Source: an optimization exercise on an open RTL-to-GDS flow (aim: small area, a short achievable clock period and few clock cycles). Production flows keep margins and buffers that such runs may drop. The RTL was checked by simulation tests, not by an equivalence proof against the original design. Power figures rest on the tool's default switching activity, not on a simulated workload.

Design software_timer_table_unit, start of the top module:
module software_timer_table_unit #(
  parameter int unsigned NUM_TIMERS = 32
) (
  input  wire logic              clk_i,
  input  wire logic              rst_ni,
  input  wire logic              in_valid_i,
  output logic                   in_stall_o,
  input  wire logic [51:0]       in_req_i,
  output logic                   out_valid_o,
  input  wire logic              out_stall_i,
  output logic      [19:0]       out_rsp_o
);
Size in the first run: ~79000 sq um of cells after synthesis.
==> flow/config.mk <==
export PLATFORM = sky130hd
export DESIGN_NAME = software_timer_table_unit
export DESIGN_NICKNAME = software_timer_table_unit
export VERILOG_FILES = /design/flow/design.v
export SDC_FILE = /design/flow/constraint.sdc
export NUM_CORES = 4
export LEC_CHECK = 0
export CAP_MARGIN = 20
export CORE_MARGIN = 2
export CORE_UTILIZATION = 65
export CTS_CLUSTER_DIAMETER = 60
export CTS_CLUSTER_SIZE = 30
export SETUP_SLACK_MARGIN = 5.0
export SLEW_MARGIN = 20
==> flow/constraint.sdc <==
create_clock -name core_clock -period 8.0 [get_ports {clk_i}]
set_input_delay 1.6000 -clock core_clock [delete_from_list [all_inputs] [get_ports {clk_i}]]
set_output_delay 1.6000 -clock core_clock [all_outputs]
set_load 0.01 [all_outputs]
run.sh (not shown) runs the stock make flow with config.mk's settings and CLKGATE_MAP_FILE= SYNTH_SCRIPT=/design/flow/synth_recipe.tcl, a recipe that flattens the netlist after the stock synthesis.
Testbench counts at the start, summed over its fixed seeds: cycles 12,772.
Rerun with:
--- a/flow/design.v
+++ b/flow/design.v
@@ -105,13 +105,14 @@
   logic [N-1:0] pf_q;            
   logic        e_v;
   logic [1:0]  e_kind;
   logic [4:0]  e_idx;
   logic        e_last;
   logic        ov_q;
-  logic [19:0] orsp_q;
+  logic [19:0] orsp_q;          
+  logic [19:0] ohold_q;         
   logic ffull;
   assign ffull = (fc_q == 2'(F));
   logic exec;
   assign exec = a_v && !blk_q;
   logic [N-1:0] wsel, whit;      
   always_comb
@@ -229,14 +230,13 @@
   assign nx_op   = a_take ? in_req_i[51:49] : (is_alloc ? OP_ALLOC : (is_tick ? OP_TICK : (is_bind ? OP_BIND : OP_FREE)));
   assign nx_v    = a_take ? in_valid_i : 1'b1;
   assign nx_af   = (nx_op == OP_ALLOC) || (nx_op == OP_TICK);
   assign nx_b    = (nx_op == OP_BIND);
   assign nx_hz   = a_take ? pf_h[in_req_i[48:44]] : pf_h[idx];
   assign nx_full = (fc_q == 2'(F) && !hload) || (fc_q == 2'(F - 1) && fwrite && !hload);
-  assign nx_nofire = do_tick ? !(|(armed_q & ~fire & fn_n))
-                             : (!(|(armed_q & fn_q)) && !(w_v && w_fn) && !do_set);
+  assign nx_nofire = !fire_any && !do_tick && !do_set;
   always_ff @(posedge clk_i or negedge rst_ni) begin
     if (!rst_ni) begin
       a_v     <= 1'b0;
       blk_q   <= 1'b0;
       w_v     <= 1'b0;
       rot_q   <= '0;
@@ -252,12 +252,13 @@
       fc_q    <= '0;
       fv_q    <= '0;
       hv_q    <= 1'b0;
       pf_q    <= '0;
       e_v     <= 1'b0;
       ov_q    <= 1'b0;
+      ohold_q <= '0;
     end else begin
       if (a_take) a_v <= in_valid_i;
       blk_q <= nx_v && ((nx_af && nx_full && !(nx_op == OP_TICK && nx_nofire)) || (nx_b && nx_hz));
       w_v <= do_set;
       rot_q <= rot_q + 5'd1;
       if (do_tick) begin
@@ -291,12 +292,13 @@
       for (int i = 0; i < N; i++) begin
         if (do_tick && fire[i]) pf_q[i] <= 1'b1;
         else if (push && e_kind == KIND_FIRE && e_idx == 5'(i) && !inq[i]) pf_q[i] <= 1'b0;
       end
       if (e_adv) e_v <= emit;
       if (opop)  ov_q <= e_v;
+      if (push)  ohold_q <= {e_kind, e_idx, rq, rdat, e_last};
     end
   end
   always_ff @(posedge clk_i) begin
     if (a_take) begin
       a_req    <= in_req_i;
       is_alloc <= (in_req_i[51:49] == OP_ALLOC);
@@ -349,13 +351,13 @@
     end
     if (emit) begin
       e_kind <= hf_q ? KIND_FIRE : (hx_q ? KIND_FAIL : KIND_GRANT);
       e_idx  <= henc;
       e_last <= !hf_q || !hmore;
     end
-    if (push) orsp_q <= {e_kind, e_idx, rq, rdat, e_last};
+    orsp_q <= push ? {e_kind, e_idx, rq, rdat, e_last} : ohold_q;
   end
   assign in_stall_o  = blk_q;
   assign out_valid_o = ov_q;
   assign out_rsp_o   = orsp_q;
 endmodule
 `default_nettype wire
The changed run finished with timing, DRC and antenna clean.
Total power shrinks by 1.3%.
Count of clock-buffer cells in the layout goes down by 2.
Core utilization barely changes.
Clock skew fell by 0.010 ns.
Fmax grows by about 0.4%.
Wire length came out lower by about 8%.
Design area decreases by about 1.3%.
Flip-flop and latch count goes up by 20.
Setup slack improves by 0.013 ns.
Cell count shrinks by 1.4%.
Testbench counts after the change, summed over its fixed seeds: cycles 12,859.

## port drivers added, routing unchanged
How much do the figures lean on ideal ports? The routed layouts below were timed once more, with nothing changed but the port constraints. Step 1 sets driving cells, clkbuf_16 on the clock port and buf_2 on the other inputs (assumed; they add their load-dependent delay and slew). Step 2 also shifts input and output timing later by t, the mid clock arrival at the registers, as if the neighbouring blocks saw the same clock. Slacks: ideal ports / drivers / drivers and shift; pairs: ideal ports / drivers.
run	shift t [ns]	setup slack, ns	hold slack, ns
the first run	0.895	4.822 / 4.822 / 4.026	0.379 / 0.379 / 0.379
the second run	0.859	4.835 / 4.835 / 4.144	0.381 / 0.381 / 0.381
After both steps setup and hold are still met in every run listed. The setup slack of the first run, which loses most, moves by 0.000 ns with the drivers and by -0.796 ns with both steps.
